Source: an optimization exercise on an open RTL-to-GDS flow (aim: small area and a short achievable clock period). Production flows keep margins and buffers that such runs may drop. RTL that was checked went through simulation tests only; none was proved equivalent to the original. No activity file was given, so power comes from the tool's default toggle rates.

==> inputs of 08-15 <==
## scoreboard_ctrl
module scoreboard_ctrl (
    input  logic               clk,
    input  logic               rst,
    input  sb_pkg::inst_word_t inst,
    input  logic               alu_done,
    input  logic               mem_done,
    input  logic               mul_done,
    input  logic               div_done,
    input  logic               jump_done,
    input  logic               is_jump,
    output logic               issue_en,
    output logic               alu_en,
    output logic               mem_en,
    output logic               mul_en,
    output logic               div_en,
    output logic               jump_en,
    output sb_pkg::op_code_t   disp_op,
    output sb_pkg::reg_idx_t   rs1_ctrl,
    output sb_pkg::reg_idx_t   rs2_ctrl,
    output logic               reg_write,
    output sb_pkg::fu_id_t     write_sel,
    output sb_pkg::reg_idx_t   rd_ctrl
);
==> module scoreboard_ctrl, before the edit <==
module scoreboard_ctrl (
    input  logic               clk,
    input  logic               rst,
    input  sb_pkg::inst_word_t inst,
    input  logic               alu_done,
    input  logic               mem_done,
    input  logic               mul_done,
    input  logic               div_done,
    input  logic               jump_done,
    input  logic               is_jump,
    output logic               issue_en,
    output logic               alu_en,
    output logic               mem_en,
    output logic               mul_en,
    output logic               div_en,
    output logic               jump_en,
    output sb_pkg::op_code_t   disp_op,
    output sb_pkg::reg_idx_t   rs1_ctrl,
    output sb_pkg::reg_idx_t   rs2_ctrl,
    output logic               reg_write,
    output sb_pkg::fu_id_t     write_sel,
    output sb_pkg::reg_idx_t   rd_ctrl
);
    localparam int N = 5;
    logic [1:0]      state;             
    logic [N:1]      busy, done, rdy1, rdy2, wt1, wt2;
    logic [4:0]      dst  [1:N];
    logic [4:0]      src1 [1:N];
    logic [4:0]      src2 [1:N];
    logic [4:0]      op_alu;
    logic [3:0]      op_mem, op_jmp;
    logic [1:0]      op_mul, op_div;
    logic [N:1]      war [1:N];         
    logic [24:0] dst_all, src1_all, src2_all;
    assign dst_all  = {dst[5],  dst[4],  dst[3],  dst[2],  dst[1]};
    assign src1_all = {src1[5], src1[4], src1[3], src1[2], src1[1]};
    assign src2_all = {src2[5], src2[4], src2[3], src2[2], src2[1]};
    logic [N:1] rec, m1, m2;
    logic [4:0] dec_op, dec_dst, dec_src1, dec_src2;
    logic       dd_nz, ds1_nz, ds2_nz;
    inst_decoder u_dec (
        .inst     (inst),
        .st_run   (state == 2'd0),
        .st_flush (state == 2'd2),
        .busy     (busy),
        .dst_all  (dst_all),
        .issue_en (issue_en),
        .rec      (rec),
        .dec_op   (dec_op),
        .dec_dst  (dec_dst),
        .dec_src1 (dec_src1),
        .dec_src2 (dec_src2),
        .dd_nz    (dd_nz),
        .ds1_nz   (ds1_nz),
        .ds2_nz   (ds2_nz),
        .m1       (m1),
        .m2       (m2)
    );
    logic [N:1] blk, disp, wb;
    always_comb begin
        for (int u = 1; u <= N; u++) begin
            blk[u] = 1'b0;
            for (int v = 1; v <= N; v++) begin
                if (v != u) blk[u] = blk[u] | war[v][u];
            end
        end
    end
    writeback_arbiter u_out (
        .rdy1      (rdy1),
        .rdy2      (rdy2),
        .done      (done),
        .blk       (blk),
        .op_alu    (op_alu),
        .op_mem    (op_mem),
        .op_mul    (op_mul),
        .op_div    (op_div),
        .op_jmp    (op_jmp),
        .src1_all  (src1_all),
        .src2_all  (src2_all),
        .dst_all   (dst_all),
        .disp      (disp),
        .wb        (wb),
        .disp_op   (disp_op),
        .rs1_ctrl  (rs1_ctrl),
        .rs2_ctrl  (rs2_ctrl),
        .reg_write (reg_write),
        .write_sel (write_sel),
        .rd_ctrl   (rd_ctrl)
    );
    assign alu_en  = disp[1];
    assign mem_en  = disp[2];
    assign mul_en  = disp[3];
    assign div_en  = disp[4];
    assign jump_en = disp[5];
    logic rdy1_now, rdy2_now;
    assign rdy1_now = !(ds1_nz && |(m1 & ~wb));
    assign rdy2_now = !(ds2_nz && |(m2 & ~wb));
    logic [N:1] wake1, wake2, rdy1_n, rdy2_n, wt1_n, wt2_n;
    logic [N:1] done_in;
    assign done_in = {jump_done, div_done, mul_done, mem_done, alu_done};
    always_comb begin
        for (int u = 1; u <= N; u++) begin
            wake1[u] = wt1[u] && (src1[u] == rd_ctrl);
            wake2[u] = wt2[u] && (src2[u] == rd_ctrl);
            rdy1_n[u] = ((rec[u] ? rdy1_now : rdy1[u]) && !disp[u]) || wake1[u];
            rdy2_n[u] = ((rec[u] ? rdy2_now : rdy2[u]) && !disp[u]) || wake2[u];
            wt1_n[u]  = (rec[u] ? !rdy1_now : wt1[u]) && !wake1[u];
            wt2_n[u]  = (rec[u] ? !rdy2_now : wt2[u]) && !wake2[u];
        end
    end
    always_ff @(posedge clk or posedge rst) begin
        if (rst) begin
            state <= 2'd0;
            busy  <= '0;
            done  <= '0;
            rdy1  <= '0;
            rdy2  <= '0;
            wt1   <= '0;
            wt2   <= '0;
        end else begin
            case (state)
                2'd0:    if (rec[5]) state <= 2'd1;
                2'd1:    if (jump_done) state <= is_jump ? 2'd2 : 2'd0;
                default: state <= 2'd0;
            endcase
            busy <= (busy | rec) & ~wb;
            done <= (done | (done_in & busy)) & ~wb;
            rdy1 <= rdy1_n;
            rdy2 <= rdy2_n;
            wt1  <= wt1_n;
            wt2  <= wt2_n;
        end
    end
    always_ff @(posedge clk) begin
        for (int u = 1; u <= N; u++) begin
            if (rec[u]) begin
                dst[u]  <= dec_dst;
                src1[u] <= dec_src1;
                src2[u] <= dec_src2;
            end
        end
        if (rec[1]) op_alu <= dec_op;
        if (rec[2]) op_mem <= dec_op[3:0];
        if (rec[3]) op_mul <= dec_op[1:0];
        if (rec[4]) op_div <= dec_op[1:0];
        if (rec[5]) op_jmp <= dec_op[3:0];
    end
    always_ff @(posedge clk) begin
        for (int u = 1; u <= N; u++) begin
            for (int v = 1; v <= N; v++) begin
                if (v != u) begin
                    if (rec[u])
                        war[v][u] <= dd_nz && !disp[v] && ((rdy1[v] && src1[v] == dec_dst) ||
                                                           (rdy2[v] && src2[v] == dec_dst));
                    else if (rec[v])
                        war[v][u] <= (wake1[v] && ds1_nz && m1[u]) ||
                                     (wake2[v] && ds2_nz && m2[u]);
                    else
                        war[v][u] <= war[v][u] && !disp[v];
                end else begin
                    war[v][u] <= 1'b0;
                end
            end
        end
    end
endmodule
clock: 8.5 ns
lec_check: 0
cap_margin: 20
core_margin: 2
core_utilization: 40
cts_buf_list: sky130_fd_sc_hd__clkbuf_8
setup_slack_margin: 3.7
slew_margin: 20
synth_hierarchical: 1
standard.sh (not shown) runs the stock make flow with config.mk's settings and CLKGATE_MAP_FILE= SYNTH_SCRIPT=/design/flow/synth_recipe.tcl, a recipe that flattens the netlist after the stock synthesis.
==> flow/flow/run.sh <==
#!/bin/bash
# Layout: the standard ORFS flow, with the port buffers inserted at
# placement made of the smallest plain buffer (the resizer still sizes them up
# where timing or slew needs it). Make's full output goes to flow_make.log.
set -euo pipefail
export BUFFER_PORTS_ARGS="-buffer_cell sky130_fd_sc_hd__buf_1"
bash standard.sh > flow_make.log 2>&1
==> 05-06: changes against 08-15 <==
--- a/flow/design.v
+++ b/flow/design.v
@@ -352,7 +352,7 @@
                     if (rec[u])
-                        war[v][u] <= dd_nz && !disp[v] && ((rdy1[v] && src1[v] == dec_dst) ||
-                                                           (rdy2[v] && src2[v] == dec_dst));
+                        war[v][u] <= dd_nz && ((rdy1_n[v] && src1[v] == dec_dst) ||
+                                               (rdy2_n[v] && src2[v] == dec_dst));
                     else if (rec[v])
-                        war[v][u] <= (wake1[v] && ds1_nz && m1[u]) ||
-                                     (wake2[v] && ds2_nz && m2[u]);
+                        war[v][u] <= (rdy1_n[v] && ds1_nz && m1[u]) ||
+                                     (rdy2_n[v] && ds2_nz && m2[u]);
                     else
--- a/flow/flow/run.sh
+++ b/flow/flow/run.sh
@@ -6,2 +6,3 @@
 export BUFFER_PORTS_ARGS="-buffer_cell sky130_fd_sc_hd__buf_1"
+export RECOVER_POWER=100
 bash standard.sh > flow_make.log 2>&1
==> 12-14: changes against 08-15 <==
--- a/flow/design.v
+++ b/flow/design.v
@@ -352,7 +352,7 @@
                     if (rec[u])
-                        war[v][u] <= dd_nz && !disp[v] && ((rdy1[v] && src1[v] == dec_dst) ||
-                                                           (rdy2[v] && src2[v] == dec_dst));
+                        war[v][u] <= dd_nz && ((rdy1_n[v] && src1[v] == dec_dst) ||
+                                               (rdy2_n[v] && src2[v] == dec_dst));
                     else if (rec[v])
-                        war[v][u] <= (wake1[v] && ds1_nz && m1[u]) ||
-                                     (wake2[v] && ds2_nz && m2[u]);
+                        war[v][u] <= (rdy1_n[v] && ds1_nz && m1[u]) ||
+                                     (rdy2_n[v] && ds2_nz && m2[u]);
                     else
--- a/flow/config.mk
+++ b/flow/config.mk
@@ -9,3 +9,3 @@
 export CORE_MARGIN = 2
-export CORE_UTILIZATION = 40
+export CORE_UTILIZATION = 55
 export CTS_BUF_LIST = sky130_fd_sc_hd__clkbuf_8
==> run notes <==
08-15 finished clean. 12-14 ran to the end with no violations. 05-06 reached the layout checks and failed them: max-capacitance violations, max-slew violations. Of 08-15 and 12-14, 12-14 has the higher via count (gap about 1.2%, measured against 12-14). Register-to-register slack: 08-15 > 12-14 > 05-06. Global-route usage, lowest first: 05-06, 08-15, 12-14. In 05-06 the critical path depth is higher than in 08-15, by 4. Clock skew: 05-06 > 08-15 > 12-14.
==> figures <==
| metric | 08-15 | 12-14 | 05-06 |
|---|---|---|---|
| Total clock network power | 0.552 mW | 0.580 mW | 0.537 mW |
| WL met3 | 1.88 mm | 2.21 mm | 2.06 mm |
| Worst Reg2Reg Path Length in Cells | 11 | 13 | 11 |
| Number of standard cells after synthesis | 848 | 841 | 841 |
| Power dissipated by switching net loads | 0.678 mW | 0.642 mW | 0.642 mW |
| Critical path endpoint category | output port | output port | flip-flop |
| Non-clock inverter instance count of the final layout | 15 | 11 | 11 |
| Result of the run | no timing/DRC/antenna violations | no timing/DRC/antenna violations | failed layout checks |
| Reasons for failing layout checks | - | - | max-capacitance violations, max-slew violations |
| Synthesized cell area | 9020 um^2 | 8820 um^2 | 8820 um^2 |
| Amount of wire on met2 after detailed routing | 13.5 mm | 13.2 mm | 13.1 mm |
| Worst Setup SP | inst[28] | inst[29] | inst[7] |
The RTL of 08-15 was laid out without a check of its function.

## separate check: timing with driven ports
The results above use ideal ports. As a check the final layouts listed here were re-extracted and re-timed, cells and wires unchanged.
Step 1, drivers: a clkbuf_16 drives clk and a buf_2 each remaining input, both assumed.
Step 2, shift: input delay + t, output delay - t, t = (earliest + latest rising clock arrival at the registers) / 2. This alone moves slack from input paths to output paths.
Slacks: no drivers / after step 1 / after step 2; pairs: no drivers / after step 1.
run	t, ns	setup WS [ns]	worst hold slack (ns)
08-15	0.507	3.671 / 3.634 / 3.566	0.478 / 0.478 / 0.478
05-06	0.498	1.788 / 1.808 / 1.310	0.487 / 0.487 / 0.487
12-14	0.488	3.622 / 3.588 / 3.463	0.485 / 0.485 / 0.485
For 05-06, which loses most, drivers alone change the setup slack by +0.020 ns; drivers and shift together by -0.478 ns.
